What follows belongs to an exercise in optimizing a design on an open flow for small area; a production flow would make more cautious choices.
RTL that was checked went through simulation tests only; none was proved equivalent to the original.
Function not checked in runs 4 and 5: the RTL went through the layout flow alone.
Power and IR drop assume default switching activity.

<file path="flow/design.v">
module fsms_core (
    input  logic        i_clk,
    input  logic        i_rst_n,
    input  logic        i_accept,
    input  logic        i_operation,
    input  logic [9:0]  i_distance_cm,
    input  logic [31:0] i_now_tick,
    input  logic [1:0]  i_random_pick,
    input  logic [9:0]  i_detect_limit,
    input  logic [9:0]  i_stop_limit,
    input  logic [15:0] i_patrol_period,
    input  logic [15:0] i_fan_max,
    input  logic [15:0] i_pause_len,
    input  logic [15:0] i_turn_len,
    input  logic [7:0]  i_right_sector,
    input  logic [7:0]  i_left_sector,
    output logic [7:0]  o_servo_angle,
    output logic [2:0]  o_motion,
    output logic        o_fan_on,
    output logic [2:0]  o_mode,
    output logic        o_fire_seen,
    output logic        o_fire_near
);
    localparam logic [2:0] MODE_PATROL   = 3'd0;
    localparam logic [2:0] MODE_PAUSE    = 3'd1;
    localparam logic [2:0] MODE_TURN     = 3'd2;
    localparam logic [2:0] MODE_APPROACH = 3'd3;
    localparam logic [2:0] MODE_FAN      = 3'd4;
    logic [2:0]  r_mode;
    logic        r_flag;       
    logic        r_scan;
    logic [4:0]  r_tens;       
    logic        r_sweep_up;
    logic [9:0]  r_range;
    logic [1:0]  r_pick;       
    logic        r_fresh;      
    logic [31:0] r_patrol_dl;
    logic [31:0] r_timer;      
    logic        r_seen;
    logic        r_near;
    logic        is_patrol, is_pause, is_turn, is_app, is_fan;
    logic [9:0]  n_range;
    logic        seen, near, lost, far;
    logic [31:0] ref_tick, diff, addend, sum;
    logic [15:0] len;
    logic        due, done;
    logic [7:0]  angle;
    logic        sec_r, sec_l;
    logic        hold90;
    assign is_patrol = (r_mode == MODE_PATROL);
    assign is_pause  = !r_mode[2] && !r_mode[1] && r_mode[0];
    assign is_turn   = r_mode[1] && !r_mode[0];
    assign is_app    = r_mode[1] && r_mode[0];
    assign is_fan    = r_mode[2];
    assign n_range = i_operation ? r_range : i_distance_cm;
    assign seen    = n_range <= i_detect_limit;
    assign near    = n_range <= i_stop_limit;
    assign lost    = !seen;
    assign far     = !near;
    assign ref_tick = is_patrol ? (r_fresh ? 32'd0 : r_patrol_dl) : r_timer;
    assign diff     = i_now_tick - ref_tick;
    assign due      = !diff[31];
    assign len      = is_pause ? i_pause_len : i_fan_max;
    assign done     = (diff[31:16] != 16'd0) || (diff[15:0] >= len);
    assign addend = {16'd0, (is_patrol && lost) ? i_patrol_period : (is_pause ? i_turn_len : 16'd0)};
    assign sum    = i_now_tick + addend;
    assign angle = {r_tens, 3'b000} + {2'b00, r_tens, 1'b0};
    assign sec_r = angle < i_right_sector;
    assign sec_l = angle > i_left_sector;
    assign hold90 = is_fan || (is_app && r_flag);
    always_ff @(posedge i_clk) begin
        if (!i_rst_n) begin
            r_mode     <= MODE_PATROL;
            r_flag     <= 1'b0;
            r_scan     <= 1'b1;
            r_tens     <= 5'd0;
            r_sweep_up <= 1'b1;
            r_range    <= 10'd999;
            r_fresh    <= 1'b1;
        end else if (i_accept) begin
            if (i_operation) begin
                case (r_mode)
                    MODE_PATROL: begin
                        r_scan <= lost;
                        if (lost) begin
                            r_flag <= due || !r_fresh;
                            if (due) r_fresh <= 1'b0;
                        end else begin
                            r_flag <= 1'b0;
                            r_mode <= MODE_PAUSE;
                        end
                    end
                    MODE_PAUSE: begin
                        if (lost) begin
                            r_mode <= MODE_PATROL;
                        end else if (done) begin
                            r_flag <= sec_r;
                            r_mode <= (sec_r || sec_l) ? MODE_TURN : MODE_APPROACH;
                        end
                    end
                    MODE_TURN: begin
                        if (lost || due) r_flag <= 1'b0;
                        if (lost) r_mode <= MODE_PATROL;
                        else if (due) r_mode <= MODE_APPROACH;
                    end
                    MODE_APPROACH: begin
                        r_flag <= !lost && far;
                        if (lost) begin
                            r_scan <= 1'b1;
                            r_mode <= MODE_PATROL;
                        end else if (!far) begin
                            r_mode <= MODE_FAN;
                        end
                    end
                    default: begin
                        if (done || lost) begin
                            r_scan <= 1'b1;
                            r_mode <= MODE_PATROL;
                        end
                    end
                endcase
            end else begin
                r_range <= i_distance_cm;
                if (r_scan) begin
                    if (r_sweep_up) begin
                        if (r_tens >= 5'd17) begin
                            r_tens     <= 5'd18;
                            r_sweep_up <= 1'b0;
                        end else begin
                            r_tens <= r_tens + 5'd1;
                        end
                    end else begin
                        if (r_tens <= 5'd1) begin
                            r_tens     <= 5'd0;
                            r_sweep_up <= 1'b1;
                        end else begin
                            r_tens <= r_tens - 5'd1;
                        end
                    end
                end else if (hold90) begin
                    r_tens <= 5'd9;
                end
            end
        end
    end
    always_ff @(posedge i_clk) begin
        if (i_accept && i_operation) begin
            if (is_patrol && lost && due) begin
                r_pick      <= i_random_pick;
                r_patrol_dl <= sum;
            end
            if ((is_patrol && !lost) || (is_pause && !lost && done && (sec_r || sec_l))
                || (is_app && !lost && !far))
                r_timer <= sum;
        end
    end
    always_ff @(posedge i_clk) begin
        if (i_accept) begin
            r_seen <= seen;
            r_near <= near;
        end
    end
    assign o_servo_angle = angle;
    assign o_mode        = r_mode;
    assign o_fan_on      = is_fan;
    assign o_fire_seen   = r_seen;
    assign o_fire_near   = r_near;
    always_comb begin
        if (is_turn)      o_motion = r_flag ? 3'd4 : 3'd3;
        else if (!r_flag) o_motion = 3'd0;
        else if (is_app)  o_motion = 3'd5;
        else              o_motion = {1'b0, r_pick} + 3'd1;
    end
endmodule
module fire_seek_mode_sequencer (
    input  logic        i_clk,
    input  logic        i_rst_n,
    input  logic        i_in_valid,
    output logic        i_in_ready,
    input  logic        i_in_operation,
    input  logic [9:0]  i_in_distance_cm,
    input  logic [31:0] i_in_now_tick,
    input  logic [1:0]  i_in_random_pick,
    input  logic        i_cfg_valid,
    output logic        i_cfg_ready,
    input  logic [2:0]  i_cfg_index,
    input  logic [15:0] i_cfg_data,
    output logic        o_out_valid,
    input  logic        o_out_ready,
    output logic [7:0]  o_out_servo_angle,
    output logic [2:0]  o_out_motion,
    output logic        o_out_fan_on,
    output logic [2:0]  o_out_mode,
    output logic        o_out_fire_seen,
    output logic        o_out_fire_near
);
    logic [9:0]  r_detect_limit;
    logic [9:0]  r_stop_limit;
    logic [15:0] r_patrol_period;
    logic [15:0] r_fan_max;
    logic [15:0] r_pause_len;
    logic [15:0] r_turn_len;
    logic [7:0]  r_right_sector;
    logic [7:0]  r_left_sector;
    logic        r_out_valid;
    logic        in_acc;
    assign i_in_ready  = !r_out_valid || o_out_ready;
    assign in_acc      = i_in_valid && i_in_ready;
    assign i_cfg_ready = 1'b1;
    always_ff @(posedge i_clk) begin
        if (!i_rst_n) begin
            r_detect_limit  <= 10'd300;
            r_stop_limit    <= 10'd50;
            r_patrol_period <= 16'd3000;
            r_fan_max       <= 16'd5000;
            r_pause_len     <= 16'd300;
            r_turn_len      <= 16'd1308;
            r_right_sector  <= 8'd60;
            r_left_sector   <= 8'd120;
        end else if (i_cfg_valid) begin
            case (i_cfg_index)
                3'd0: r_detect_limit  <= i_cfg_data[9:0];
                3'd1: r_stop_limit    <= i_cfg_data[9:0];
                3'd2: r_patrol_period <= i_cfg_data;
                3'd3: r_fan_max       <= i_cfg_data;
                3'd4: r_pause_len     <= i_cfg_data;
                3'd5: r_turn_len      <= i_cfg_data;
                3'd6: r_right_sector  <= i_cfg_data[7:0];
                default: r_left_sector <= i_cfg_data[7:0];
            endcase
        end
    end
    always_ff @(posedge i_clk) begin
        if (!i_rst_n)         r_out_valid <= 1'b0;
        else if (in_acc)      r_out_valid <= 1'b1;
        else if (o_out_ready) r_out_valid <= 1'b0;
    end
    fsms_core u_core (
        .i_clk           (i_clk),
        .i_rst_n         (i_rst_n),
        .i_accept        (in_acc),
        .i_operation     (i_in_operation),
        .i_distance_cm   (i_in_distance_cm),
        .i_now_tick      (i_in_now_tick),
        .i_random_pick   (i_in_random_pick),
        .i_detect_limit  (r_detect_limit),
        .i_stop_limit    (r_stop_limit),
        .i_patrol_period (r_patrol_period),
        .i_fan_max       (r_fan_max),
        .i_pause_len     (r_pause_len),
        .i_turn_len      (r_turn_len),
        .i_right_sector  (r_right_sector),
        .i_left_sector   (r_left_sector),
        .o_servo_angle   (o_out_servo_angle),
        .o_motion        (o_out_motion),
        .o_fan_on        (o_out_fan_on),
        .o_mode          (o_out_mode),
        .o_fire_seen     (o_out_fire_seen),
        .o_fire_near     (o_out_fire_near)
    );
    assign o_out_valid = r_out_valid;
endmodule
</file>
<file path="flow/run.sh">
#!/bin/bash
# synth_recipe.tcl (not shown) runs the flow's synth.tcl, then flattens the netlist and writes it again
# the make line also repeats each setting of config.mk as NAME=value (left out here)
make -C /OpenROAD-flow-scripts/flow DESIGN_CONFIG=/design/flow/config.mk WORK_HOME=/design/flow/orfs CLKGATE_MAP_FILE= SYNTH_SCRIPT=/design/flow/synth_recipe.tcl finish
</file>
<file path="flow/config.mk">
export PLATFORM = sky130hd
export DESIGN_NAME = fire_seek_mode_sequencer
export DESIGN_NICKNAME = fire_seek_mode_sequencer
export VERILOG_FILES = /design/flow/design.v
export SDC_FILE = /design/flow/constraint.sdc
export NUM_CORES = 4
export LEC_CHECK = 0
export CAP_MARGIN = 20
export CORE_MARGIN = 2
export CORE_UTILIZATION = 70
export SLEW_MARGIN = 20
</file>
<file path="flow/constraint.sdc">
create_clock -name core_clock -period 10.0 [get_ports {i_clk}]
set_input_delay 2.0000 -clock core_clock [delete_from_list [all_inputs] [get_ports {i_clk}]]
set_output_delay 2.0000 -clock core_clock [all_outputs]
set_load 0.01 [all_outputs]
</file>
==> results.py, run 1 <==
metrics = {
    "power": {
        "leakage_nw": 5.12,
        "ir_drop_uv": 131,
        "cellPowerDensity_nw_per_um2": 149,
        "p_total_mw": 1.99,
    },
    "routing": {
        "num_vias": 10600,
        "wl_per_cell_um": 18.9,
        "vias_per_cell": 6.41,
        "first_pass_iters": 6,
        "route.detailed.drc": 0,
        "route.antenna.remaining_nets": 0,
        "drt_iter0_drc": 1092,
        "wl_um": 31100,
    },
    "global_route": {
        "grt_overflow_total": 0,
        "grt_pass1_vias": 10000,
        "met2_usage": 0.579,
        "antenna_found_initial": 0,
        "grt_use_met3": 0.0612,
        "grt_max_degree": 56,
        "busiest_layer": "met2",
        "grt_usage": 0.347,
        "grt_pass1_wl_um": 49700,
        "grt_use_met1": 0.449,
    },
    "critical_path": {
        "worst-path-buf-inv": 3,
        "crit_family": "compound AO/OA/AOI/OAI gates",
        "slowest_delay_ns": 0.82,
        "rr_startpoint": "u_core.r_mode[1]",
        "path_class": "input port to register",
        "r2r_setup_slack_ns": 3.20,
        "worstSetupStartpointType": "input port",
        "crit_path_top_delay_cell": "clkdlybuf4s50_1",
        "arrival_ns": 8.20,
        "reg2reg_to": "u_core.r_timer[23]",
        "critical_path_depth": 23,
        "cp_cell_sequence": "clkdlybuf4s50_1 -> mux2_2 -> ha_1 -> a21o_1 -> a21o_1 -> a21oi_1 -> o211a_1 -> a31oi_1 -> inv_1 -> nor2_1 -> buf_4 -> a22o_1 -> ha_1 -> a21o_1 -> a21oi_1 -> o21bai_1 -> a21oi_1 -> nor3b_1 -> o31ai_1 -> o21ai_1 -> a31oi_1 -> and3b_1 -> xor2_1",
        "timing.critical_path.fanout_max": 16,
        "critPathRequiredTime_ns": 10.18,
        "crit_path_end_kind": "register",
        "reg2reg_depth": 22,
    },
    "placement": {
        "hpwl_um": 22200,
        "pre_cts_ws_ns": 1.68,
        "portBuffers": 86,
        "post_dp_cell_area_um2": 12800,
        "gp_congestion": 0.966,
        "dp.cells": 1616,
    },
    "cts": {
        "clkLatencyLatePin_ns": 0.44,
        "cts-hold-fix-buffers": 0,
        "cts.htree.levels": 4,
        "root_buffer": "clkbuf_16",
        "cts_resized": 0,
        "cts_buffer_depth": 2,
        "cts_tree": "built",
        "clock-sinks": 191,
        "clkSlewWorstSetupHoldPaths_ns": 0.07,
        "numCtsBuffers": 17,
        "postCtsSetupRepairBufs": 0,
    },
    "min_path": {
        "hp-class": "register to register",
        "holdPathStages": 2,
        "hold_end": "r_pause_len[0]",
        "holdCritStartpoint": "r_pause_len[0]",
    },
    "sta": {
        "timing.final.ws_setup_ns": 1.98,
        "rsz0062_at_grt": "no",
        "fmaxAchievable_mhz": 125,
        "worstMarginPinSlew_ns": 0.907,
        "skew_ns": 0.0110,
        "setup-tns-final_ns": 0,
        "finalSetupViolCount": 0,
        "period_minus_slack_ns": 8.02,
        "slew_headroom": 0.393,
        "finalHoldViolCount": 0,
        "period_share": 0.802,
        "hold_ws_ns": 0.456,
        "maxSlewViolCount": 0,
    },
    "yosys": {
        "synth_seq_cells": 191,
        "syn_inst": 1384,
        "yosysWarnings": 2,
        "syn_area_um2": 11900,
        "ys_seq_area_frac": 0.378,
        "yosysUniqueCellTypes": 75,
        "synth_edf_count": 68,
        "syn_avg_cell_area_um2": 8.60,
        "synthFlopType": "dfxtp_1",
        "synth_nets": 1560,
        "async_flop_share": 0,
    },
    "die": {
        "die_w_um": 134,
        "die_h_um": 134,
        "coreArea_um2": 16600,
        "ios": 89,
        "die_area_um2": 18100,
        "initial_core_util": 0.718,
        "placementRows": 47,
    },
    "final_layout": {
        "layoutNonFillerInstCount": 1648,
        "fin_util": 0.805,
        "fin_area_um2": 13300,
        "nNetsFinal": 1591,
        "drive_gt1_frac": 0.0511,
        "antennaDiodeCount": 0,
        "syn2layout_area_growth_pct": 12.1,
    },
    "flow_run": {
        "drv_cap": 0,
    },
    "status": {
        "outcome": "no timing/DRC/antenna violations",
    },
}
[registers in the layout, indices dropped and copies added, names as in the netlist, 2 cells and up]
name / cells
r_detect_limit: 10
r_fan_max: 16
r_left_sector: 8
r_patrol_period: 16
r_pause_len: 16
r_right_sector: 8
r_stop_limit: 10
r_turn_len: 16
u_core.r_mode: 3
u_core.r_patrol_dl: 32
u_core.r_pick: 2
u_core.r_range: 10
u_core.r_tens: 5
u_core.r_timer: 32
[synthesized netlist by cell type, types with 6 or more instances]
cell       count  share of area
nand2_1      261          0.082
a21oi_1      162          0.068
dfxtp_1      123           0.21
ha_1         104           0.11
edfxtp_1      68           0.17
clkbuf_1      61          0.019
inv_1         52          0.016
nand3_1       48          0.020
nor2_1        43          0.014
nor3b_1       37          0.023
o21ai_0       37          0.016
xnor2_1       37          0.027
o211ai_1      27          0.017
nand4_1       23          0.012
o21a_1        23          0.015
mux2i_1       22          0.018
a21o_1        21          0.013
xor2_1        18          0.013
a22o_1        16          0.012
nor2b_1       16         0.0084
nand2b_1      14         0.0074
nor3_1        14         0.0059
mux2_2        11          0.010
o21ai_1        8         0.0034
a211oi_1       7         0.0044
a31oi_1        7         0.0037
o31ai_1        7         0.0044
or3_1          7         0.0037
a2111oi_0      6         0.0044
and3_1         6         0.0032
buf_2          6         0.0025
clkbuf_2       6         0.0025
[cell usage in the layout (no fill, tap or decap), types with 4 or more instances in the layout]
master	synthesis	layout
nand3_1	48	48
a22o_1	16	16
or3_1	7	6
o21ai_1	8	8
dfxtp_1	123	123
edfxtp_1	68	68
a2111oi_0	6	6
o21bai_1	5	5
and3_1	6	6
nand2_1	261	261
inv_6	0	4
o211ai_1	27	27
a211oi_1	7	7
mux2_2	11	11
o21ai_0	37	37
clkbuf_16	0	17
nand4_1	23	23
a31oi_1	7	7
nor3b_1	37	36
mux2i_1	22	22
inv_1	52	52
xnor2_1	37	37
xor2_1	18	18
o22ai_1	4	4
buf_4	5	11
a21oi_1	162	162
nor2b_1	16	16
o31ai_1	7	7
nor3_1	14	14
a21o_1	21	21
ha_1	104	104
clkdlybuf4s50_1	0	85
nor2_1	43	40
nand2b_1	14	14
o21a_1	23	23
[tightest hold or removal path: stages (launching register included)]
cell	delay, ns
dfxtp_1	0.31
nand2_1	0.05
a21oi_1	0.05
[routing by layer]
layer	vias to the layer above	wire length, µm
met5	-	0
met4	0	914
met3	87	2240
met2	448	14800
met1	5008	13100
li1	5020	-
[where the power goes]
part | total, mW | internal, mW | switching (mW)
sequential | 0.861 | 0.845 | 0.0157
clock | 0.654 | 0.339 | 0.315
combinational | 0.476 | 0.192 | 0.283
[kinds of logic after synthesis]
group | Yosys count | synth area share
adders and majority gates | 107 | 0.114
AOI/OAI and AO/OA | 363 | 0.192
xor gates and xnor gates | 55 | 0.0405
buffers and inverters | 138 | 0.0476
DFF | 191 | 0.378
muxes | 34 | 0.0298
and+or+nand+nor | 494 | 0.196
other | 2 | 0.000631
[worst max-delay path by stage]
| stage | start | to | slack [ns] |
|---|---|---|---|
| floorplan | i_in_now_tick[0] | u_core.r_timer[0] | 1.92 |
| global placement | i_in_operation | u_core.r_patrol_dl[31] | 1.79 |
| detailed placement | i_in_operation | u_core.r_patrol_dl[31] | 1.68 |
| CTS | i_in_operation | u_core.r_patrol_dl[31] | 2.07 |
| global route | i_in_operation | u_core.r_patrol_dl[31] | 1.49 |
| finish | i_in_operation | u_core.r_patrol_dl[31] | 1.98 |
[cell type report]
cell class | count | area (µm²)
Multi-Input combinational cell | 1055 | 6870
Inverter | 53 | 199
Clock inverter | 11 | 95.1
Clock buffer | 21 | 460
Fill cell | 1139 | 3240
Tap cell | 220 | 275
Sequential cell | 191 | 4500
Timing Repair Buffer | 97 | 938
==> run 2, diff against run 1 <==
--- a/flow/config.mk
+++ b/flow/config.mk
@@ -7,5 +7,5 @@
 export LEC_CHECK = 0
 export CAP_MARGIN = 20
 export CORE_MARGIN = 2
-export CORE_UTILIZATION = 70
+export CORE_UTILIZATION = 85
 export SLEW_MARGIN = 20
==> run 2 against run 1 <==
Net effect: the flow now stops in 3_3_place_gp; synthesized cell count unchanged; area after synthesis is the same.
==> results.py, run 2 <==
metrics = {
    "status": {
        "outcome": "aborted with a tool error",
        "stop_stage": "3_3_place_gp",
        "error": "[ERROR GPL-0301] Utilization 100.657 % exceeds 100%.",
    },
    "yosys": {
        "yosys.area.top_type": "dfxtp_1",
        "synth_nets": 1560,
        "syn_inst": 1384,
        "syn_area_um2": 11900,
        "synth_common_cells": "nand2_1, a21oi_1, dfxtp_1, ha_1, edfxtp_1",
        "synthTopCellsByArea": "dfxtp_1, edfxtp_1, ha_1",
        "yosysUniqueCellTypes": 75,
        "synth_edf_count": 68,
        "synth_seq_cells": 191,
        "async_flop_share": 0,
        "synth.most_common_cell": "nand2_1",
        "ys_seq_area_frac": 0.378,
        "synthFlopType": "dfxtp_1",
        "synth_top_cell_area_share": 0.207,
        "syn_avg_cell_area_um2": 8.60,
        "yosysWarnings": 2,
    },
    "die": {
        "initial_core_util": 0.864,
        "die_h_um": 122,
        "die_w_um": 122,
        "ios": 89,
        "placementRows": 43,
    },
    "placement": {
        "portBuffers": 86,
    },
}
run 2: cell families after synthesis:
| group | share of synthesized area |
|---|---|
| adders and majority gates | 0.114 |
| and+or+nand+nor | 0.196 |
| AOI/OAI and AO/OA | 0.192 |
| muxes | 0.0298 |
| other | 0.000631 |
| DFF | 0.378 |
| buffers and inverters | 0.0476 |
| xor gates and xnor gates | 0.0405 |
==> run 3, diff against run 2 <==
--- a/flow/config.mk
+++ b/flow/config.mk
@@ -7,5 +7,5 @@
 export LEC_CHECK = 0
 export CAP_MARGIN = 20
 export CORE_MARGIN = 2
-export CORE_UTILIZATION = 85
+export CORE_UTILIZATION = 40
 export SLEW_MARGIN = 20
==> run 3 against run 2 <==
Net effect: the run now finishes clean; area after synthesis did not move; synthesized cell count did not move.
==> results.py, run 3 <==
metrics = {
    "sta": {
        "fmaxAchievable_mhz": 121,
        "skew_ns": 0.0189,
        "setup-tns-final_ns": 0,
        "period_share": 0.828,
        "slew_headroom": 0.371,
        "maxSlewViolCount": 0,
        "finalSetupViolCount": 0,
        "hold_ws_ns": 0.454,
        "finalHoldViolCount": 0,
        "period_minus_slack_ns": 8.28,
        "worstMarginPinSlew_ns": 0.940,
        "rsz0062_at_grt": "no",
    },
    "global_route": {
        "grt_overflow_total": 0,
        "grt_usage": 0.208,
        "grt_pass1_vias": 9512,
        "antenna_found_initial": 1,
        "grt_pass1_wl_um": 51200,
        "grt_max_degree": 64,
    },
    "final_layout": {
        "most-common-layout-cells": "nand2_1, a21oi_1, dfxtp_1",
        "fillers": 2919,
        "nNetsFinal": 1592,
        "layoutNonFillerInstCount": 1819,
        "drive_gt1_frac": 0.0511,
        "top_regs": "u_core.r_patrol_dl x32, u_core.r_timer x32",
        "syn2layout_area_growth_pct": 14.3,
        "antennaDiodeCount": 0,
        "fin_util": 0.461,
        "final_common_cell": "nand2_1",
    },
    "yosys": {
        "syn_inst": 1384,
        "synthFlopType": "dfxtp_1",
        "synth_edf_count": 68,
        "synth_nets": 1560,
        "synth_common_cells": "nand2_1, a21oi_1, dfxtp_1, ha_1, edfxtp_1",
        "yosysUniqueCellTypes": 75,
        "ys_seq_area_frac": 0.378,
        "async_flop_share": 0,
        "syn_area_um2": 11900,
        "synthTopCellsByArea": "dfxtp_1, edfxtp_1, ha_1",
        "synth.most_common_cell": "nand2_1",
        "syn_avg_cell_area_um2": 8.60,
        "yosysWarnings": 2,
        "synth_seq_cells": 191,
        "synth_top_cell_area_share": 0.207,
        "yosys.area.top_type": "dfxtp_1",
    },
    "routing": {
        "route.antenna.remaining_nets": 0,
        "first_pass_iters": 7,
        "wl_per_cell_um": 17.6,
        "vias_per_cell": 5.50,
        "num_vias": 9998,
        "drt_iter0_drc": 656,
        "route.detailed.drc": 0,
        "wl_um": 32000,
    },
    "die": {
        "placementRows": 63,
        "die_h_um": 177,
        "ios": 89,
        "coreArea_um2": 29500,
        "die_w_um": 177,
        "die_area_um2": 31200,
        "initial_core_util": 0.404,
    },
    "cts": {
        "postCtsSetupRepairBufs": 0,
        "cts_buffer_depth": 2,
        "numCtsBuffers": 17,
        "cts.htree.levels": 4,
        "clkSlewWorstSetupHoldPaths_ns": 0.08,
        "cts-hold-fix-buffers": 0,
        "cts_resized": 0,
        "clkLatencyLatePin_ns": 0.45,
        "cts_tree": "built",
        "root_buffer": "clkbuf_16",
        "clock-sinks": 191,
    },
    "min_path": {
        "hp-class": "register to register",
        "holdPathStages": 2,
        "hold_end": "r_fan_max[4]",
        "holdCritStartpoint": "r_fan_max[4]",
    },
    "power": {
        "p_int_mw": 1.40,
        "ir_drop_uv": 82.2,
        "combPwrFrac": 0.230,
        "leakage_nw": 5.15,
        "p_sw_mw": 0.626,
        "power_frac_seq": 0.424,
        "cellPowerDensity_nw_per_um2": 149,
        "power.share.clock": 0.346,
        "p_sw_frac": 0.308,
    },
    "critical_path": {
        "rr_startpoint": "u_core.r_mode[0]",
        "timing.critical_path.fanout_max": 13,
        "reg2reg_depth": 21,
        "worstSetupStartpointType": "input port",
        "path_class": "input port to register",
        "crit_path_end_kind": "register",
        "arrival_ns": 8.47,
        "reg2reg_to": "u_core.r_timer[9]",
        "r2r_setup_slack_ns": 3.55,
        "critPathRequiredTime_ns": 10.19,
    },
    "placement": {
        "gp_congestion": 0.873,
        "dp.cells": 1787,
        "hpwl_um": 23200,
        "portBuffers": 86,
    },
    "flow_run": {
        "drv_cap": 0,
    },
    "status": {
        "outcome": "no timing/DRC/antenna violations",
    },
}
[run 3: how the worst max path moves through the flow]
stage                      from                     end  slack, ns  cells past startpoint
3_5_place_dp     i_in_operation  u_core.r_patrol_dl[31]       1.31                     22
3_3_place_gp     i_in_operation  u_core.r_patrol_dl[31]       1.42                     22
2_1_floorplan  i_in_now_tick[0]       u_core.r_timer[0]       1.92                     19
4_1_cts          i_in_operation      u_core.r_timer[31]       1.76                     22
5_1_grt          i_in_operation      u_core.r_timer[31]       1.27                     22
6_report         i_in_operation      u_core.r_timer[31]       1.72                     22
[run 3: layout make-up]
type | instances | area [µm²] | area share
multi-input cells | 1055 | 6870 | 0.505
clock inverters | 13 | 144 | 0.0106
inverters | 53 | 199 | 0.0146
well taps | 390 | 488 | 0.0359
flip-flops and latches | 191 | 4500 | 0.331
clock buffers | 19 | 454 | 0.0334
repair buffers | 98 | 946 | 0.0695
[run 3: logic make-up after synthesis]
group	Yosys count	synth area share
other cells	2	0.000631
xor+xnor	55	0.0405
simple gates	494	0.196
buf+inv	138	0.0476
fa+ha+maj	107	0.114
mux	34	0.0298
flops	191	0.378
compound gates	363	0.192
[run 3: metal layers]
layer | routed length [µm] | vias to the layer above | GRT usage
met5 | 13 | - | 0
met4 | 419 | 2 | 0.0492
met1 | 14900 | 4757 | 0.281
met2 | 15200 | 199 | 0.345
li1 | - | 5007 | -
met3 | 1420 | 33 | 0.0353
[run 3: power by group through the flow]
stage / Combinational, mW / Sequential (mW) / Clock (mW)
floorplan: 0.327 / 0.874 / 0
global placement: 0.458 / 0.878 / 0
detailed placement: 0.463 / 0.879 / 0
CTS: 0.467 / 0.861 / 0.720
global route: 0.520 / 0.864 / 0.749
finish: 0.467 / 0.860 / 0.704
[run 3: critical path, stage by stage]
cell             delay, ns
clkdlybuf4s50_1       0.79
mux2_2                0.44
ha_1                  0.31
a21o_1                0.11
a21o_1                0.11
a21oi_1               0.07
o211a_1               0.21
a31oi_1               0.50
inv_1                 0.28
nor2_1                0.72
a22o_1                0.29
ha_1                  0.24
a21o_1                0.15
a21oi_1               0.22
o21bai_1              0.09
a21oi_1               0.28
nor3b_1               0.13
o31ai_1               0.36
o21ai_1               0.17
a31oi_1               0.59
and3b_1               0.26
xor2_1                0.14
[run 3: metrics by stage]
step                      instance area, µm²  worst slack (ns)  power [mW]
after floorplan                        11900              1.92        1.20
after global placement                 13000              1.42        1.34
after detailed placement               13000              1.31        1.34
after CTS                              13600              1.76        2.05
after global routing                   13600              1.27        2.13
final                                  13600              1.72        2.03
==> run 4, diff against run 3 <==
--- a/flow/design.v
+++ b/flow/design.v
@@ -40,33 +40,81 @@
     logic        r_near;
     logic        is_patrol, is_pause, is_turn, is_app, is_fan;
     logic [9:0]  n_range;
-    logic        seen, near, lost, far;
-    logic [31:0] ref_tick, diff, addend, sum;
-    logic [15:0] len;
+    logic        seen, near, lost, far, lost_r;
+    logic [31:0] ref_tick, sum;
+    logic [15:0] len, addend;
     logic        due, done;
     logic [7:0]  angle;
     logic        sec_r, sec_l;
     logic        hold90;
+    function automatic logic geq10(input logic [9:0] a, input logic [9:0] b);
+        logic c;
+        c = 1'b1;
+        for (int i = 0; i < 10; i++) c = (a[i] & ~b[i]) | (a[i] & c) | (~b[i] & c);
+        geq10 = c;
+    endfunction
+    function automatic logic geq8(input logic [7:0] a, input logic [7:0] b);
+        logic c;
+        c = 1'b1;
+        for (int i = 0; i < 8; i++) c = (a[i] & ~b[i]) | (a[i] & c) | (~b[i] & c);
+        geq8 = c;
+    endfunction
     assign is_patrol = (r_mode == MODE_PATROL);
     assign is_pause  = !r_mode[2] && !r_mode[1] && r_mode[0];
     assign is_turn   = r_mode[1] && !r_mode[0];
     assign is_app    = r_mode[1] && r_mode[0];
     assign is_fan    = r_mode[2];
     assign n_range = i_operation ? r_range : i_distance_cm;
-    assign seen    = n_range <= i_detect_limit;
-    assign near    = n_range <= i_stop_limit;
+    assign seen    = geq10(i_detect_limit, n_range);
+    assign near    = geq10(i_stop_limit, n_range);
     assign lost    = !seen;
     assign far     = !near;
+    assign lost_r  = !geq10(i_detect_limit, r_range);
     assign ref_tick = is_patrol ? (r_fresh ? 32'd0 : r_patrol_dl) : r_timer;
-    assign diff     = i_now_tick - ref_tick;
-    assign due      = !diff[31];
     assign len      = is_pause ? i_pause_len : i_fan_max;
-    assign done     = (diff[31:16] != 16'd0) || (diff[15:0] >= len);
-    assign addend = {16'd0, (is_patrol && lost) ? i_patrol_period : (is_pause ? i_turn_len : 16'd0)};
-    assign sum    = i_now_tick + addend;
+    logic [31:0] nx;
+    logic [31:0] cc;       
+    logic [15:0] cs, ck;   
+    logic [16:0] ce;       
+    logic        d31, done_lo, hi_zero;
+    logic [15:0] hx, ho;
+    assign nx = ~ref_tick;
+    assign cc[0] = 1'b1;
+    for (genvar i = 0; i < 31; i++) begin : g_cc
+        assign cc[i+1] = (i_now_tick[i] & nx[i]) | (i_now_tick[i] & cc[i]) | (nx[i] & cc[i]);
+    end
+    assign d31 = i_now_tick[31] ^ nx[31] ^ cc[31];
+    assign due = !d31;
+    for (genvar i = 0; i < 16; i++) begin : g_cs
+        assign cs[i] = i_now_tick[i] ^ nx[i] ^ ~len[i];
+        assign ck[i] = (i_now_tick[i] & nx[i]) | (i_now_tick[i] & ~len[i]) | (nx[i] & ~len[i]);
+    end
+    assign ce[1:0] = 2'b00;
+    assign ce[2]   = cs[1] | ck[0];
+    for (genvar i = 2; i < 16; i++) begin : g_ce
+        assign ce[i+1] = (cs[i] & ck[i-1]) | (cs[i] & ce[i]) | (ck[i-1] & ce[i]);
+    end
+    assign done_lo = cc[16] ? (ck[15] & ce[16]) : (ck[15] | ce[16]);
+    assign hx = i_now_tick[31:16] ^ nx[31:16];
+    assign ho = i_now_tick[31:16] | nx[31:16];
+    assign hi_zero = (cc[16] == hx[0]) && ((hx[15:1] ~^ ho[14:0]) == 15'h7fff);
+    assign done = !hi_zero || done_lo;
+    assign addend = (is_patrol && lost_r) ? i_patrol_period : (is_pause ? i_turn_len : 16'd0);
+    logic [16:0] ac;
+    logic [15:0] ap;
+    assign ac[0] = 1'b0;
+    for (genvar i = 0; i < 16; i++) begin : g_add
+        assign sum[i]  = i_now_tick[i] ^ addend[i] ^ ac[i];
+        assign ac[i+1] = (i_now_tick[i] & addend[i]) | (i_now_tick[i] & ac[i]) | (addend[i] & ac[i]);
+    end
+    assign ap[0] = 1'b1;
+    for (genvar i = 1; i < 16; i++) begin : g_inc
+        assign ap[i] = ap[i-1] & i_now_tick[15+i];
+    end
+    assign sum[31:16] = i_now_tick[31:16] ^ ({16{ac[16]}} & ap);
     assign angle = {r_tens, 3'b000} + {2'b00, r_tens, 1'b0};
-    assign sec_r = angle < i_right_sector;
-    assign sec_l = angle > i_left_sector;
+    assign sec_r = !geq8(angle, i_right_sector);
+    assign sec_l = !geq8(i_left_sector, angle);
     assign hold90 = is_fan || (is_app && r_flag);
     always_ff @(posedge i_clk) begin
         if (!i_rst_n) begin
==> run 4 against run 3 <==
Net effect: hold slack got worse by 0.0027 ns; clock-buffer cell count decreased by 1; cell count decreased by 7.0%; combinational power decreased by 31%; synthesized cell count decreased by 10%; register-to-register slack got worse by 3.2 ns; first-iteration DRC count increased by 4.7%; global-route usage decreased by 0.060 points; critical path type is now register to register; highest routed layer is now met4.
==> results.py, run 4 <==
metrics = {
    "cts": {
        "clkSlewWorstSetupHoldPaths_ns": 0.08,
        "root_buffer": "clkbuf_16",
        "cts.htree.levels": 4,
        "cts_buffer_depth": 2,
        "cts_tree": "built",
        "numCtsBuffers": 17,
        "clock-sinks": 190,
        "clkLatencyLatePin_ns": 0.44,
    },
    "critical_path": {
        "crit_path_top_delay_cell": "fa_1",
        "worstSetupStartpointType": "register",
        "arrival_ns": 9.85,
        "slowest_delay_ns": 0.40,
        "critPathRequiredTime_ns": 10.19,
        "timing.critical_path.fanout_max": 5,
        "crit_top_cell": "fa_1",
        "path_class": "register to register",
        "crit_path_end_kind": "register",
    },
    "yosys": {
        "synth_seq_cells": 190,
        "synth_edf_count": 68,
        "syn_avg_cell_area_um2": 8.99,
        "synth_top_cell_area_share": 0.219,
        "yosysWarnings": 2,
        "syn_area_um2": 11200,
        "yosysUniqueCellTypes": 85,
        "synthFlopType": "dfxtp_1",
        "synth.most_common_cell": "nand2_1",
        "async_flop_share": 0,
        "synthTopCellsByArea": "dfxtp_1, edfxtp_1, nand2_1",
        "synth_nets": 1396,
        "syn_inst": 1242,
        "yosys.area.top_type": "dfxtp_1",
        "synth_common_cells": "nand2_1, dfxtp_1, a21oi_1, edfxtp_1, inv_1",
        "ys_seq_area_frac": 0.402,
    },
    "min_path": {
        "hp-class": "register to register",
    },
    "final_layout": {
        "final_common_cell": "nand2_1",
        "fin_util": 0.469,
        "most-common-layout-cells": "nand2_1, dfxtp_1, a21oi_1",
        "nNetsFinal": 1455,
        "drive_gt1_frac": 0.0715,
        "fin_area_um2": 13000,
        "layoutNonFillerInstCount": 1692,
        "antennaDiodeCount": 0,
        "syn2layout_area_growth_pct": 16.0,
        "top_regs": "u_core.r_patrol_dl x32, u_core.r_timer x32",
    },
    "sta": {
        "worstMarginPinSlew_ns": 0.809,
        "setup-tns-final_ns": 0,
        "hold_ws_ns": 0.451,
        "maxSlewViolCount": 0,
        "period_minus_slack_ns": 9.66,
        "fmaxAchievable_mhz": 103,
        "finalSetupViolCount": 0,
        "skew_ns": 0.0124,
        "period_share": 0.966,
        "finalHoldViolCount": 0,
        "slew_headroom": 0.460,
    },
    "placement": {
        "portBuffers": 86,
        "gp_congestion": 0.852,
        "post_dp_cell_area_um2": 12300,
        "hpwl_um": 20900,
        "dp.cells": 1657,
    },
    "die": {
        "initial_core_util": 0.404,
        "die_w_um": 171,
        "die_area_um2": 29300,
        "placementRows": 61,
        "ios": 89,
        "die_h_um": 171,
        "coreArea_um2": 27600,
    },
    "routing": {
        "route.antenna.remaining_nets": 0,
        "wl_um": 29600,
        "wl_per_cell_um": 17.5,
        "vias_per_cell": 5.39,
        "num_vias": 9114,
        "first_pass_iters": 7,
        "drt_iter0_drc": 687,
        "route.detailed.drc": 0,
    },
    "power": {
        "power.share.clock": 0.368,
        "p_sw_frac": 0.284,
        "ir_drop_uv": 93.5,
        "combPwrFrac": 0.173,
        "p_sw_mw": 0.530,
        "power_frac_seq": 0.458,
        "p_int_mw": 1.34,
        "cellPowerDensity_nw_per_um2": 144,
        "leakage_nw": 4.90,
    },
    "global_route": {
        "grt_max_degree": 54,
        "grt_usage": 0.207,
        "grt_pass1_wl_um": 47300,
        "grt_pass1_vias": 8816,
        "grt_overflow_total": 0,
        "antenna_found_initial": 0,
    },
    "status": {
        "outcome": "no timing/DRC/antenna violations",
    },
    "flow_run": {
        "drv_cap": 0,
    },
}
## run 4: changes by cell type in the layout (fill, tap and decap cells not counted), sizes merged, moves of 20 or more
cell,change
o21a,-20
a21oi,-68
nor3b,-34
fa,+29
ha,-51
o31a,+20
a31oi,+26
## run 4: power groups by stage
stage	Sequential, mW	Clock (mW)	Combinational, mW
3_5_place_dp	0.874	0	0.321
2_1_floorplan	0.870	0	0.210
3_3_place_gp	0.873	0	0.317
5_1_grt	0.859	0.729	0.361
4_1_cts	0.856	0.701	0.323
6_report	0.856	0.689	0.324
## run 4: logic make-up after synthesis
logic type	count (synthesis)	synth area share
AO/OA/AOI/OAI	293	0.176
XOR/XNOR	36	0.0282
adder cells (fa/ha/maj)	98	0.129
buffers and inverters	138	0.0543
flip-flops	190	0.402
multiplexers	29	0.0272
other	2	0.000673
AND/OR/NAND/NOR	456	0.183
## run 4: metal layers
metal / up-vias / part of all wire / GRT usage / routed length, µm
met4: 0 / 0.012 / 0.0531 / 345
met2: 214 / 0.47 / 0.345 / 14000
met3: 24 / 0.039 / 0.0220 / 1150
met1: 4365 / 0.47 / 0.288 / 14000
met5: - / 0 / 0 / 0
li1: 4511 / - / - / -
## run 4: per-stage QoR
| step | power [mW] | setup slack, ns |
|---|---|---|
| after detailed placement | 1.19 | 0.0870 |
| after CTS | 1.88 | 0.0626 |
| after global routing | 1.95 | -0.0194 |
| after global placement | 1.19 | 0.125 |
| final | 1.87 | 0.336 |
| after floorplan | 1.08 | 0.459 |
## run 4: area by class of cell
cell class	instances	area, µm²
Clock buffer	18	450
Clock inverter	14	144
Fill cell	2716	14700
Inverter	70	268
Multi-Input combinational cell	914	6120
Sequential cell	190	4490
Tap cell	378	473
Timing Repair Buffer	108	1020
## run 4: worst paths after layout
path                     start                     end  slack, ns  depth (start not counted)
max          u_core.r_range[0]  u_core.r_patrol_dl[31]       0.34                         37
min             r_pause_len[1]          r_pause_len[1]       0.45                          2
max reg2reg  u_core.r_range[0]  u_core.r_patrol_dl[31]       0.34                         37
min reg2reg     r_pause_len[1]          r_pause_len[1]       0.45                          2
## run 4: worst max-delay path: cells and delay by family, from the launching register on
| family | cells | cell delay [ns] |
|---|---|---|
| adders and majority gates | 22 | 7.55 |
| DFF | 1 | 0.34 |
| AOI/OAI and AO/OA | 3 | 0.41 |
| buffers and inverters | 1 | 0.08 |
| xor gates and xnor gates | 1 | 0.08 |
| and+or+nand+nor | 10 | 0.94 |
## run 4: repair_timing
item | in CTS | in global routing
resized for setup | 0 | 8
endpoints found under the setup margin | 0 | 12
setup buffers | 0 | 2
hold buffers | 0 | 0
==> run 5, diff against run 4 <==
--- a/flow/config.mk
+++ b/flow/config.mk
@@ -8,4 +8,5 @@
 export CAP_MARGIN = 20
 export CORE_MARGIN = 2
 export CORE_UTILIZATION = 40
+export CTS_BUF_LIST = sky130_fd_sc_hd__clkbuf_8
 export SLEW_MARGIN = 20
==> run 5 against run 4 <==
Net effect: die area did not move; clock-buffer cell count shrank 1; power fell by 8.4%; design area decreased by 1.4%; sequential cell count stayed put; global-route usage decreased by 0.16 points; critical path depth unchanged; fmax is 0.29% higher; largest cell class unchanged.
==> results.py, run 5 <==
metrics = {
    "status": {
        "outcome": "no timing/DRC/antenna violations",
    },
    "sta": {
        "fmaxAchievable_mhz": 104,
        "skew_ns": 0.0184,
        "finalSetupViolCount": 0,
        "setup-tns-final_ns": 0,
        "maxSlewViolCount": 0,
        "slew_headroom": 0.456,
        "period_minus_slack_ns": 9.64,
        "hold_ws_ns": 0.456,
        "worstMarginPinSlew_ns": 0.814,
        "finalHoldViolCount": 0,
        "timing.final.ws_setup_ns": 0.364,
        "period_share": 0.964,
    },
    "yosys": {
        "synth.most_common_cell": "nand2_1",
        "synthTopCellsByArea": "dfxtp_1, edfxtp_1, nand2_1",
        "yosysWarnings": 2,
        "synth_common_cells": "nand2_1, dfxtp_1, a21oi_1, edfxtp_1, inv_1",
        "async_flop_share": 0,
        "syn_inst": 1242,
        "synth_top_cell_area_share": 0.219,
        "synthFlopType": "dfxtp_1",
        "synth_nets": 1396,
        "syn_area_um2": 11200,
        "synth_seq_cells": 190,
        "yosys.area.top_type": "dfxtp_1",
        "syn_avg_cell_area_um2": 8.99,
        "synth_edf_count": 68,
        "yosysUniqueCellTypes": 85,
        "ys_seq_area_frac": 0.402,
    },
    "final_layout": {
        "final_common_cell": "nand2_1",
        "antennaDiodeCount": 0,
        "drive_gt1_frac": 0.0715,
        "layoutNonFillerInstCount": 1692,
        "most-common-layout-cells": "nand2_1, dfxtp_1, a21oi_1",
        "nNetsFinal": 1455,
        "top_regs": "u_core.r_patrol_dl x32, u_core.r_timer x32",
        "syn2layout_area_growth_pct": 14.4,
    },
    "placement": {
        "portBuffers": 86,
        "pre_cts_ws_ns": 0.0870,
        "dp.cells": 1657,
        "hpwl_um": 20900,
        "gp_congestion": 0.852,
    },
    "routing": {
        "first_pass_iters": 5,
        "route.antenna.remaining_nets": 0,
        "wl_um": 29500,
        "num_vias": 9068,
        "vias_per_cell": 5.36,
        "route.detailed.drc": 0,
        "drt_iter0_drc": 632,
        "wl_per_cell_um": 17.4,
    },
    "power": {
        "leakage_nw": 4.81,
        "p_sw_mw": 0.509,
        "p_sw_frac": 0.298,
        "p_total_mw": 1.71,
        "power_frac_seq": 0.500,
        "ir_drop_uv": 78.6,
        "p_int_mw": 1.20,
        "cellPowerDensity_nw_per_um2": 134,
        "combPwrFrac": 0.189,
        "power.share.clock": 0.310,
    },
    "critical_path": {
        "slowest_delay_ns": 0.40,
        "worstSetupStartpointType": "register",
        "arrival_ns": 9.87,
        "crit_path_end_kind": "register",
        "path_class": "register to register",
        "crit_top_cell": "fa_1",
        "timing.critical_path.fanout_max": 5,
        "crit_path_top_delay_cell": "fa_1",
        "critPathRequiredTime_ns": 10.23,
    },
    "die": {
        "die_area_um2": 29300,
        "coreArea_um2": 27600,
        "die_h_um": 171,
        "placementRows": 61,
        "initial_core_util": 0.404,
        "die_w_um": 171,
        "ios": 89,
    },
    "cts": {
        "cts-hold-fix-buffers": 0,
        "clkSlewWorstSetupHoldPaths_ns": 0.11,
        "cts_tree": "built",
        "clkLatencyLatePin_ns": 0.48,
        "numCtsBuffers": 17,
        "clock-sinks": 190,
        "cts_buffer_depth": 2,
        "root_buffer": "clkbuf_8",
        "cts.htree.levels": 4,
    },
    "global_route": {
        "grt_pass1_wl_um": 47000,
        "grt_pass1_vias": 8781,
        "antenna_found_initial": 0,
        "grt_overflow_total": 0,
        "grt_max_degree": 54,
        "grt_usage": 0.206,
    },
    "flow_run": {
        "drv_cap": 0,
    },
    "min_path": {
        "hp-class": "register to register",
    },
}
[run 5: cell counts after synthesis]
Identical to the previous run, type by type.
[run 5: through the flow]
| step | instance area (µm²) | utilization |
|---|---|---|
| after floorplan | 11200 | - |
| after global placement | 12300 | 0.446 |
| after detailed placement | 12300 | 0.446 |
| after CTS | 12700 | 0.461 |
| after global routing | 12800 | 0.462 |
| final | 12800 | 0.462 |
[run 5: path summary, 6_finish.rpt]
kind                     startpoint                      to  slack (ns)  cells after the start
hold reg to reg      r_pause_len[1]          r_pause_len[1]        0.46                      2
setup reg to reg  u_core.r_range[0]  u_core.r_patrol_dl[31]        0.36                     37
hold / removal       r_pause_len[1]          r_pause_len[1]        0.46                      2
setup / recovery  u_core.r_range[0]  u_core.r_patrol_dl[31]        0.36                     37
[run 5: cells by family after synthesis]
| family | Yosys count | share of synthesized area |
|---|---|---|
| other | 2 | 0.000673 |
| XOR/XNOR | 36 | 0.0282 |
| multiplexers | 29 | 0.0272 |
| buffers and inverters | 138 | 0.0543 |
| AO/OA/AOI/OAI | 293 | 0.176 |
| flip-flops | 190 | 0.402 |
| AND/OR/NAND/NOR | 456 | 0.183 |
| adder cells (fa/ha/maj) | 98 | 0.129 |
[run 5: power by group through the flow]
stage / Combinational, mW / Sequential [mW] / Clock, mW
2_1_floorplan: 0.210 / 0.870 / 0
3_3_place_gp: 0.317 / 0.873 / 0
3_5_place_dp: 0.321 / 0.874 / 0
4_1_cts: 0.323 / 0.856 / 0.543
5_1_grt: 0.361 / 0.860 / 0.569
6_report: 0.324 / 0.856 / 0.531
[run 5: critical path: cells and delay by family, from the launching register on]
kind            cells  cell delay, ns
fa+ha+maj          22            7.53
simple gates       10            0.94
compound gates      3            0.41
flops               1            0.35
buf+inv             1            0.08
xor+xnor            1            0.08
[run 5: cell type report]
| type | count | area (µm²) |
|---|---|---|
| clock buffer | 17 | 234 |
| clock inverter | 15 | 174 |
| fill | 2742 | 14900 |
| inverter | 70 | 268 |
| multi-input combinational | 914 | 6120 |
| sequential | 190 | 4490 |
| tap | 378 | 473 |
| timing repair buffer | 108 | 1020 |
[run 5: metal layers]
| metal | wire length, µm | up-vias | track usage |
|---|---|---|---|
| met5 | 0 | - | 0 |
| met4 | 246 | 0 | 0.0420 |
| met3 | 1180 | 20 | 0.0273 |
| met2 | 14000 | 188 | 0.344 |
| met1 | 14100 | 4359 | 0.285 |
| li1 | - | 4501 | - |
[run 5: timing repair]
| action | CTS | global route |
|---|---|---|
| endpoints found under the setup margin | 0 | 12 |
| resized for setup | 0 | 8 |
| buffers inserted | 0 | 2 |
==> run 6, diff against run 5 <==
--- a/flow/design.v
+++ b/flow/design.v
@@ -255,28 +255,27 @@
     assign i_in_ready  = !r_out_valid || o_out_ready;
     assign in_acc      = i_in_valid && i_in_ready;
     assign i_cfg_ready = 1'b1;
+    logic [15:0] d_lo, d_hi;
+    logic [7:0]  cfg_we;
+    assign d_lo = i_cfg_data & {16{i_rst_n}};
+    assign d_hi = i_cfg_data | {16{!i_rst_n}};
+    always_comb begin
+        for (int k = 0; k < 8; k++)
+            cfg_we[k] = !i_rst_n || (i_cfg_valid && i_cfg_index == 3'(k));
+    end
+    function automatic logic [15:0] dsel(input logic [15:0] def, input logic [15:0] lo,
+                                         input logic [15:0] hi);
+        dsel = (hi & def) | (lo & ~def);
+    endfunction
     always_ff @(posedge i_clk) begin
-        if (!i_rst_n) begin
-            r_detect_limit  <= 10'd300;
-            r_stop_limit    <= 10'd50;
-            r_patrol_period <= 16'd3000;
-            r_fan_max       <= 16'd5000;
-            r_pause_len     <= 16'd300;
-            r_turn_len      <= 16'd1308;
-            r_right_sector  <= 8'd60;
-            r_left_sector   <= 8'd120;
-        end else if (i_cfg_valid) begin
-            case (i_cfg_index)
-                3'd0: r_detect_limit  <= i_cfg_data[9:0];
-                3'd1: r_stop_limit    <= i_cfg_data[9:0];
-                3'd2: r_patrol_period <= i_cfg_data;
-                3'd3: r_fan_max       <= i_cfg_data;
-                3'd4: r_pause_len     <= i_cfg_data;
-                3'd5: r_turn_len      <= i_cfg_data;
-                3'd6: r_right_sector  <= i_cfg_data[7:0];
-                default: r_left_sector <= i_cfg_data[7:0];
-            endcase
-        end
+        if (cfg_we[0]) r_detect_limit  <= dsel(16'd300,  d_lo, d_hi) & 16'h03ff;
+        if (cfg_we[1]) r_stop_limit    <= dsel(16'd50,   d_lo, d_hi) & 16'h03ff;
+        if (cfg_we[2]) r_patrol_period <= dsel(16'd3000, d_lo, d_hi);
+        if (cfg_we[3]) r_fan_max       <= dsel(16'd5000, d_lo, d_hi);
+        if (cfg_we[4]) r_pause_len     <= dsel(16'd300,  d_lo, d_hi);
+        if (cfg_we[5]) r_turn_len      <= dsel(16'd1308, d_lo, d_hi);
+        if (cfg_we[6]) r_right_sector  <= dsel(16'd60,   d_lo, d_hi) & 16'h00ff;
+        if (cfg_we[7]) r_left_sector   <= dsel(16'd120,  d_lo, d_hi) & 16'h00ff;
     end
     always_ff @(posedge i_clk) begin
         if (!i_rst_n)         r_out_valid <= 1'b0;
==> run 6 against run 5 <==
Net effect: non-clock buffer count increased by 7; fmax about the same; register-to-register slack barely moved; sequential power is 13% higher; worst setup slack gained 0.0025 ns; area after synthesis is 1.8% lower; critical endpoint is now u_core.r_timer[30]; global-route usage decreased by 1.9 points; power rose by 9.4%; sequential share of layout area up 8.0 points; clock skew is 0.0050 ns higher; routed wire length shrank 12%.
==> results.py, run 6 <==
metrics = {
    "sta": {
        "setup-tns-final_ns": 0,
        "maxSlewViolCount": 0,
        "timing.final.ws_setup_ns": 0.366,
        "slew_headroom": 0.330,
        "finalHoldViolCount": 0,
        "rsz0062_at_grt": "no",
        "worstMarginPinSlew_ns": 0.995,
        "fmaxAchievable_mhz": 104,
        "period_minus_slack_ns": 9.63,
        "hold_ws_ns": 0.516,
        "period_share": 0.963,
        "finalSetupViolCount": 0,
        "skew_ns": 0.0234,
    },
    "power": {
        "p_int_mw": 1.31,
        "p_sw_frac": 0.299,
        "power_frac_seq": 0.518,
        "p_sw_mw": 0.561,
        "cellPowerDensity_nw_per_um2": 147,
        "ir_drop_uv": 75.6,
        "leakage_nw": 4.78,
        "power.share.clock": 0.259,
        "combPwrFrac": 0.224,
        "p_total_mw": 1.87,
    },
    "yosys": {
        "syn_inst": 952,
        "yosys.area.top_type": "edfxtp_1",
        "synth_edf_count": 167,
        "synth_seq_cells": 190,
        "ys_seq_area_frac": 0.499,
        "synth_top_cell_area_share": 0.457,
        "yosysWarnings": 2,
        "yosysUniqueCellTypes": 70,
        "synth_nets": 1106,
        "synth.most_common_cell": "edfxtp_1",
        "synth_common_cells": "edfxtp_1, inv_1, nand2_1, ha_1, nor2_1",
        "synthTopCellsByArea": "edfxtp_1, ha_1, fa_1",
        "synthFlopType": "edfxtp_1",
        "syn_area_um2": 11000,
        "syn_avg_cell_area_um2": 11.5,
        "async_flop_share": 0,
    },
    "min_path": {
        "hp-class": "register to register",
    },
    "cts": {
        "numCtsBuffers": 17,
        "cts_tree": "built",
        "clock-sinks": 190,
        "clkLatencyLatePin_ns": 0.48,
        "clkSlewWorstSetupHoldPaths_ns": 0.11,
        "cts_buffer_depth": 2,
        "root_buffer": "clkbuf_8",
        "cts.htree.levels": 4,
    },
    "die": {
        "placementRows": 60,
        "die_w_um": 170,
        "die_h_um": 170,
        "ios": 89,
        "coreArea_um2": 27000,
        "die_area_um2": 28800,
        "initial_core_util": 0.407,
    },
    "global_route": {
        "grt_usage": 0.187,
        "grt_overflow_total": 0,
        "grt_pass1_wl_um": 41400,
        "antenna_found_initial": 0,
        "grt_pass1_vias": 7631,
        "grt_max_degree": 52,
    },
    "routing": {
        "num_vias": 7678,
        "wl_per_cell_um": 18.6,
        "vias_per_cell": 5.50,
        "wl_um": 25900,
        "wl_met3_um": 851,
        "route.detailed.drc": 0,
        "wl_met2_um": 12600,
        "drt_iter0_drc": 537,
        "wl_met1_um": 12200,
        "route.antenna.remaining_nets": 0,
        "first_pass_iters": 5,
        "highest_layer": "met4",
    },
    "final_layout": {
        "fin_area_um2": 12700,
        "syn2layout_area_growth_pct": 15.9,
        "antennaDiodeCount": 0,
        "most-common-layout-cells": "edfxtp_1, clkdlybuf4s50_1, inv_1",
        "drive_gt1_frac": 0.0985,
        "final_common_cell": "edfxtp_1",
        "nNetsFinal": 1197,
        "top_regs": "u_core.r_patrol_dl x32, u_core.r_timer x32",
    },
    "placement": {
        "pre_cts_ws_ns": -0.139,
        "gp_congestion": 0.814,
        "hpwl_um": 19000,
        "portBuffers": 86,
        "post_dp_cell_area_um2": 12300,
    },
    "critical_path": {
        "critPathRequiredTime_ns": 10.22,
        "crit_path_end_kind": "register",
        "worstSetupStartpointType": "register",
        "timing.critical_path.fanout_max": 3,
        "arrival_ns": 9.85,
        "slowest_delay_ns": 0.36,
        "crit_path_top_delay_cell": "fa_2",
        "crit_top_cell": "fa_2",
        "path_class": "register to register",
    },
    "flow_run": {
        "drv_cap": 0,
    },
    "status": {
        "outcome": "no timing/DRC/antenna violations",
    },
}
## run 6: cell count changes after synthesis, sizes merged, moves of 20 or more
cell,change
nand2,-201
dfxtp,-99
edfxtp,+99
a21oi,-61
nand3,-40
clkbuf,-20
nand2b,+20
## run 6: metal layers
metal / global-route usage / up-vias
li1: - / 3733
met1: 0.253 / 3770
met2: 0.315 / 161
met3: 0.0296 / 14
met4: 0.0450 / 0
met5: 0 / -
## run 6: worst max-delay path: cells and delay by family, from the launching register on
family                   cells  cell delay (ns)
adder cells (fa/ha/maj)     23             7.45
AND/OR/NAND/NOR              9             0.81
AO/OA/AOI/OAI                3             0.61
flip-flops                   1             0.34
XOR/XNOR                     1             0.08
buffers and inverters        1             0.07
## run 6: what timing repair did
action / 4_1_cts / 5_1_grt
gates resized for setup: 5 / 12
setup buffers: 0 / 0
hold buffers: 0 / 0
pin swaps: 0 / 2
setup endpoints to repair: 12 / 17
## run 6: worst paths after layout
check / depth (start not counted) / from / slack, ns / end
setup / recovery: 37 / u_core.r_range[1] / 0.37 / u_core.r_timer[30]
hold / removal: 2 / u_core.r_range[6] / 0.52 / u_core.r_range[6]
hold reg to reg: 2 / u_core.r_range[6] / 0.52 / u_core.r_range[6]
setup reg to reg: 37 / u_core.r_range[1] / 0.37 / u_core.r_timer[30]
## run 6: power groups by stage
stage	clock network [mW]	registers [mW]	logic (mW)
2_1_floorplan	0	0.979	0.271
3_3_place_gp	0	0.986	0.404
3_5_place_dp	0	0.988	0.413
4_1_cts	0.498	0.970	0.416
5_1_grt	0.531	0.975	0.466
6_report	0.485	0.969	0.419
## run 6: through the flow
step / utilization / cells
floorplan: - / 952
global placement: 0.456 / 1365
detailed placement: 0.456 / 1365
CTS: 0.470 / 1397
global route: 0.472 / 1397
finish: 0.472 / 1397
## run 6: logic make-up after synthesis
| kind of cell | after synthesis | share of synthesized area |
|---|---|---|
| fa+ha+maj | 102 | 0.135 |
| xor+xnor | 36 | 0.0288 |
| buf+inv | 116 | 0.0429 |
| simple gates | 240 | 0.113 |
| flops | 190 | 0.499 |
| mux | 29 | 0.0272 |
| compound gates | 237 | 0.153 |
| other cells | 2 | 0.000685 |
## run 6: layout make-up
type                            instances  area, µm²
Multi-Input combinational cell        646       5090
Clock buffer                           18        248
Inverter                               73        274
Fill cell                            2459      14200
Tap cell                              341        427
Clock inverter                         14        124
Timing Repair Buffer                  115       1070
Sequential cell                       190       5480
==> run 7, diff against run 6 <==
==> flow/flow/run.sh (new file) <==
#!/bin/bash
# Layout flow: the standard flow (standard synthesis unchanged), with two changes:
#  - ports are buffered with the smallest buffer instead of the default delay-buffer choice
#  - the clock tree uses clkbuf_8 buffers and no dummy load cells
# Each tool's full output stays in orfs/logs/ (ORFS writes one log per step), and the
# make output goes to flow.log in this folder.
set -uo pipefail
export BUFFER_PORTS_ARGS="-buffer_cell sky130_fd_sc_hd__buf_1"
export CTS_ARGS="-sink_clustering_enable -repair_clock_nets -buf_list sky130_fd_sc_hd__clkbuf_8 -dont_use_dummy_load"
bash standard.sh finish > flow.log 2>&1
rc=$?
tail -20 flow.log
exit $rc
==> flow/standard.sh (new file) <==
#!/bin/bash
# synth_recipe.tcl (not shown) runs the flow's synth.tcl, then flattens the netlist and writes it again
# the make line also repeats each setting of config.mk as NAME=value (left out here)
make -C /OpenROAD-flow-scripts/flow DESIGN_CONFIG=/design/flow/config.mk WORK_HOME=/design/flow/orfs CLKGATE_MAP_FILE= SYNTH_SCRIPT=/design/flow/synth_recipe.tcl "${@:-finish}"
--- a/flow/config.mk
+++ b/flow/config.mk
@@ -5,8 +5,8 @@
 export SDC_FILE = /design/flow/constraint.sdc
 export NUM_CORES = 4
 export LEC_CHECK = 0
+export ABC_AREA = 1
 export CAP_MARGIN = 20
 export CORE_MARGIN = 2
 export CORE_UTILIZATION = 40
-export CTS_BUF_LIST = sky130_fd_sc_hd__clkbuf_8
 export SLEW_MARGIN = 20
removed: flow/run.sh
==> run 7 against run 6 <==
Net effect: highest routed layer is now met5; register-to-register slack improved by 0.48 ns; fmax rose by 5.3%; synthesized cell count rose by 16%; critical path type unchanged; sequential cell count did not move; hold slack got worse by 0.0078 ns; via count fell by 2.6%; non-clock buffer count fell by 17.
==> results.py, run 7 <==
metrics = {
    "yosys": {
        "synth.most_common_cell": "nand2_1",
        "syn_inst": 1105,
        "synth_top_cell_area_share": 0.463,
        "synth_edf_count": 167,
        "async_flop_share": 0,
        "ys_seq_area_frac": 0.506,
        "synth_common_cells": "nand2_1, inv_1, edfxtp_1, ha_1, nand3_1",
        "synthTopCellsByArea": "edfxtp_1, nand2_1, inv_1",
        "synth_seq_cells": 190,
        "synthFlopType": "edfxtp_1",
        "yosysWarnings": 2,
        "yosys.area.top_type": "edfxtp_1",
        "syn_avg_cell_area_um2": 9.80,
        "yosysUniqueCellTypes": 58,
        "synth_nets": 1259,
        "syn_area_um2": 10800,
    },
    "routing": {
        "route.detailed.drc": 0,
        "first_pass_iters": 5,
        "wl_um": 23300,
        "route.antenna.remaining_nets": 0,
        "drt_iter0_drc": 478,
        "wl_per_cell_um": 15.2,
        "num_vias": 7476,
        "vias_per_cell": 4.87,
    },
    "sta": {
        "rsz0062_at_grt": "no",
        "period_minus_slack_ns": 9.15,
        "finalSetupViolCount": 0,
        "worstMarginPinSlew_ns": 0.994,
        "skew_ns": 0.0443,
        "slew_headroom": 0.330,
        "setup-tns-final_ns": 0,
        "finalHoldViolCount": 0,
        "period_share": 0.915,
        "fmaxAchievable_mhz": 109,
        "maxSlewViolCount": 0,
        "hold_ws_ns": 0.508,
    },
    "power": {
        "power_frac_seq": 0.533,
        "cellPowerDensity_nw_per_um2": 156,
        "combPwrFrac": 0.258,
        "p_sw_mw": 0.557,
        "power.share.clock": 0.209,
        "p_sw_frac": 0.304,
        "ir_drop_uv": 67.3,
        "p_int_mw": 1.28,
        "leakage_nw": 5.08,
    },
    "global_route": {
        "met2_usage": 0.274,
        "busiest_layer": "met2",
        "antenna_found_initial": 4,
        "grt_overflow_total": 0,
        "grt_use_met3": 0.0351,
        "grt_use_met1": 0.234,
        "grt_pass1_vias": 7200,
        "grt_usage": 0.170,
        "grt_pass1_wl_um": 37800,
        "grt_max_degree": 39,
    },
    "final_layout": {
        "fin_util": 0.440,
        "drive_gt1_frac": 0.0672,
        "top_regs": "u_core.r_patrol_dl x32, u_core.r_timer x32",
        "nNetsFinal": 1346,
        "most-common-layout-cells": "nand2_1, inv_1, edfxtp_1",
        "fin_area_um2": 11800,
        "syn2layout_area_growth_pct": 8.81,
        "final_common_cell": "nand2_1",
    },
    "critical_path": {
        "crit_path_end_kind": "register",
        "crit_end": "u_core.r_timer[31]",
        "cp-startpoint": "r_detect_limit[1]",
        "slowest_delay_ns": 0.42,
        "timing.critical_path.fanout_max": 16,
        "rr_startpoint": "r_detect_limit[1]",
        "crit_top_cell": "fa_1",
        "worstSetupStartpointType": "register",
        "reg2reg_to": "u_core.r_timer[31]",
        "arrival_ns": 9.36,
        "r2r_setup_slack_ns": 0.85,
        "critPathRequiredTime_ns": 10.21,
        "path_class": "register to register",
        "crit_path_top_delay_cell": "fa_1",
        "reg2reg_depth": 40,
    },
    "cts": {
        "cts.htree.levels": 4,
        "cts_buffer_depth": 2,
        "clkLatencyLatePin_ns": 0.47,
        "numCtsBuffers": 17,
        "clkSlewWorstSetupHoldPaths_ns": 0.10,
        "cts_tree": "built",
        "cts-hold-fix-buffers": 0,
        "root_buffer": "clkbuf_8",
        "clock-sinks": 190,
        "cts_resized": 0,
        "postCtsSetupRepairBufs": 0,
    },
    "placement": {
        "post_dp_cell_area_um2": 11500,
        "hpwl_um": 17500,
        "gp_congestion": 0.845,
        "portBuffers": 86,
    },
    "flow_run": {
        "drv_cap": 0,
    },
    "min_path": {
        "hp-class": "register to register",
    },
    "die": {
        "die_w_um": 169,
        "die_area_um2": 28400,
        "ios": 89,
        "die_h_um": 169,
        "initial_core_util": 0.404,
        "coreArea_um2": 26800,
        "placementRows": 60,
    },
    "status": {
        "outcome": "no timing/DRC/antenna violations",
    },
}
run 7: cell types whose count changed in the layout (fill, tap and decap cells not counted), moves of 17 or more:
| cell | change |
|---|---|
| buf_1 | +85 |
| inv_1 | +110 |
| nand2b_1 | -31 |
| nand3_1 | +36 |
| buf_4 | -17 |
| nand2_1 | +214 |
| a31oi_1 | -26 |
| clkdlybuf4s50_1 | -85 |
| o31a_1 | -22 |
| o21ai_1 | +17 |
| xnor2_1 | -17 |
| or2_2 | +20 |
| nor3_1 | -19 |
run 7: critical path, delay by kind of cell, from the launching register on:
kind | cells | cell delay [ns]
adder cells (fa/ha/maj) | 16 | 5.95
AO/OA/AOI/OAI | 9 | 1.16
AND/OR/NAND/NOR | 10 | 0.98
buffers and inverters | 4 | 0.40
flip-flops | 1 | 0.35
XOR/XNOR | 1 | 0.08
run 7: power groups by stage:
stage,clock network [mW],logic (mW),registers [mW]
floorplan,0,0.347,0.991
global route,0.420,0.548,0.984
global placement,0,0.467,0.994
finish,0.382,0.474,0.977
CTS,0.395,0.479,0.977
detailed placement,0,0.476,0.995
run 7: through the flow:
stage	power [mW]	instances	setup WS (ns)
final	1.83	1534	0.849
after global routing	1.95	1532	0.327
after CTS	1.85	1531	0.803
after detailed placement	1.47	1514	0.502
after global placement	1.46	1514	0.563
after floorplan	1.34	1105	1.19
run 7: worst min path at each step:
stage | start | endpoint | slack (ns) | cells after the start
2_1_floorplan | u_core.r_scan | u_core.r_scan | 0.45 | 2
3_3_place_gp | u_core.r_range[4] | u_core.r_range[4] | 0.49 | 2
3_5_place_dp | u_core.r_range[0] | u_core.r_range[0] | 0.49 | 2
4_1_cts | u_core.r_range[4] | u_core.r_range[4] | 0.51 | 2
5_1_grt | u_core.r_range[0] | u_core.r_range[0] | 0.54 | 2
6_report | u_core.r_range[0] | u_core.r_range[0] | 0.51 | 2
run 7: final cells by class:
| type | count | area, µm² |
|---|---|---|
| diodes | 3 | 7.51 |
| clock buffers | 17 | 234 |
| fillers | 2581 | 15000 |
| inverters | 191 | 719 |
| multi-input cells | 694 | 4500 |
| flip-flops and latches | 190 | 5480 |
| well taps | 341 | 427 |
| repair buffers | 98 | 414 |
run 7: kinds of logic (layout without fill, tap and decap cells):
kind of cell    Yosys count  in the layout  share of synthesized area
simple gates            410            410                      0.165
buf+inv                 221            306                     0.0808
flops                   190            190                      0.506
compound gates          158            158                     0.0944
fa+ha+maj                87             87                      0.122
xor+xnor                 23             23                     0.0186
mux                      14             14                     0.0129
other cells               2              5                   0.000694
run 7: metal layers:
| metal | wire (µm) | share of wire | vias to the layer above |
|---|---|---|---|
| met5 | 16 | 0.00069 | - |
| met4 | 348 | 0.015 | 2 |
| met3 | 930 | 0.040 | 27 |
| met2 | 10700 | 0.46 | 125 |
| met1 | 11300 | 0.48 | 3497 |
| li1 | - | - | 3825 |

[separate check: timing with driven ports]
The results above use ideal ports. As a check the final layouts listed here were re-extracted and re-timed, cells and wires unchanged.
Step 1, drivers: a clkbuf_16 drives i_clk and a buf_2 each remaining input, both assumed.
Step 2 times the ports against the registers' clock, not the clock port: input delays grow and output delays shrink by t, the midpoint of the rising clock arrivals with the driver on.
a / b / c = no drivers / after step 1 / after step 2; a / b = the first two.
| run | t, ns | setup slack, ns | hold WS [ns] | cell pins on the clock port's net |
|---|---|---|---|---|
| run 1 | 0.482 | 1.977 / 2.000 / 1.518 | 0.456 / 0.456 / 0.456 | 1 |
| run 3 | 0.489 | 1.719 / 1.740 / 1.250 | 0.454 / 0.454 / 0.454 | 1 |
| run 4 | 0.483 | 0.336 / 0.336 / 0.336 | 0.451 / 0.451 / 0.451 | 1 |
| run 5 | 0.514 | 0.364 / 0.364 / 0.364 | 0.456 / 0.456 / 0.456 | 1 |
| run 6 | 0.509 | 0.366 / 0.367 / 0.367 | 0.516 / 0.516 / 0.516 | 1 |
| run 7 | 0.490 | 0.849 / 0.850 / 0.514 | 0.508 / 0.508 / 0.508 | 1 |
After both steps setup and hold are still met in every run listed. The setup slack of run 3, which loses most, moves by +0.021 ns with the drivers and by -0.469 ns with both steps.
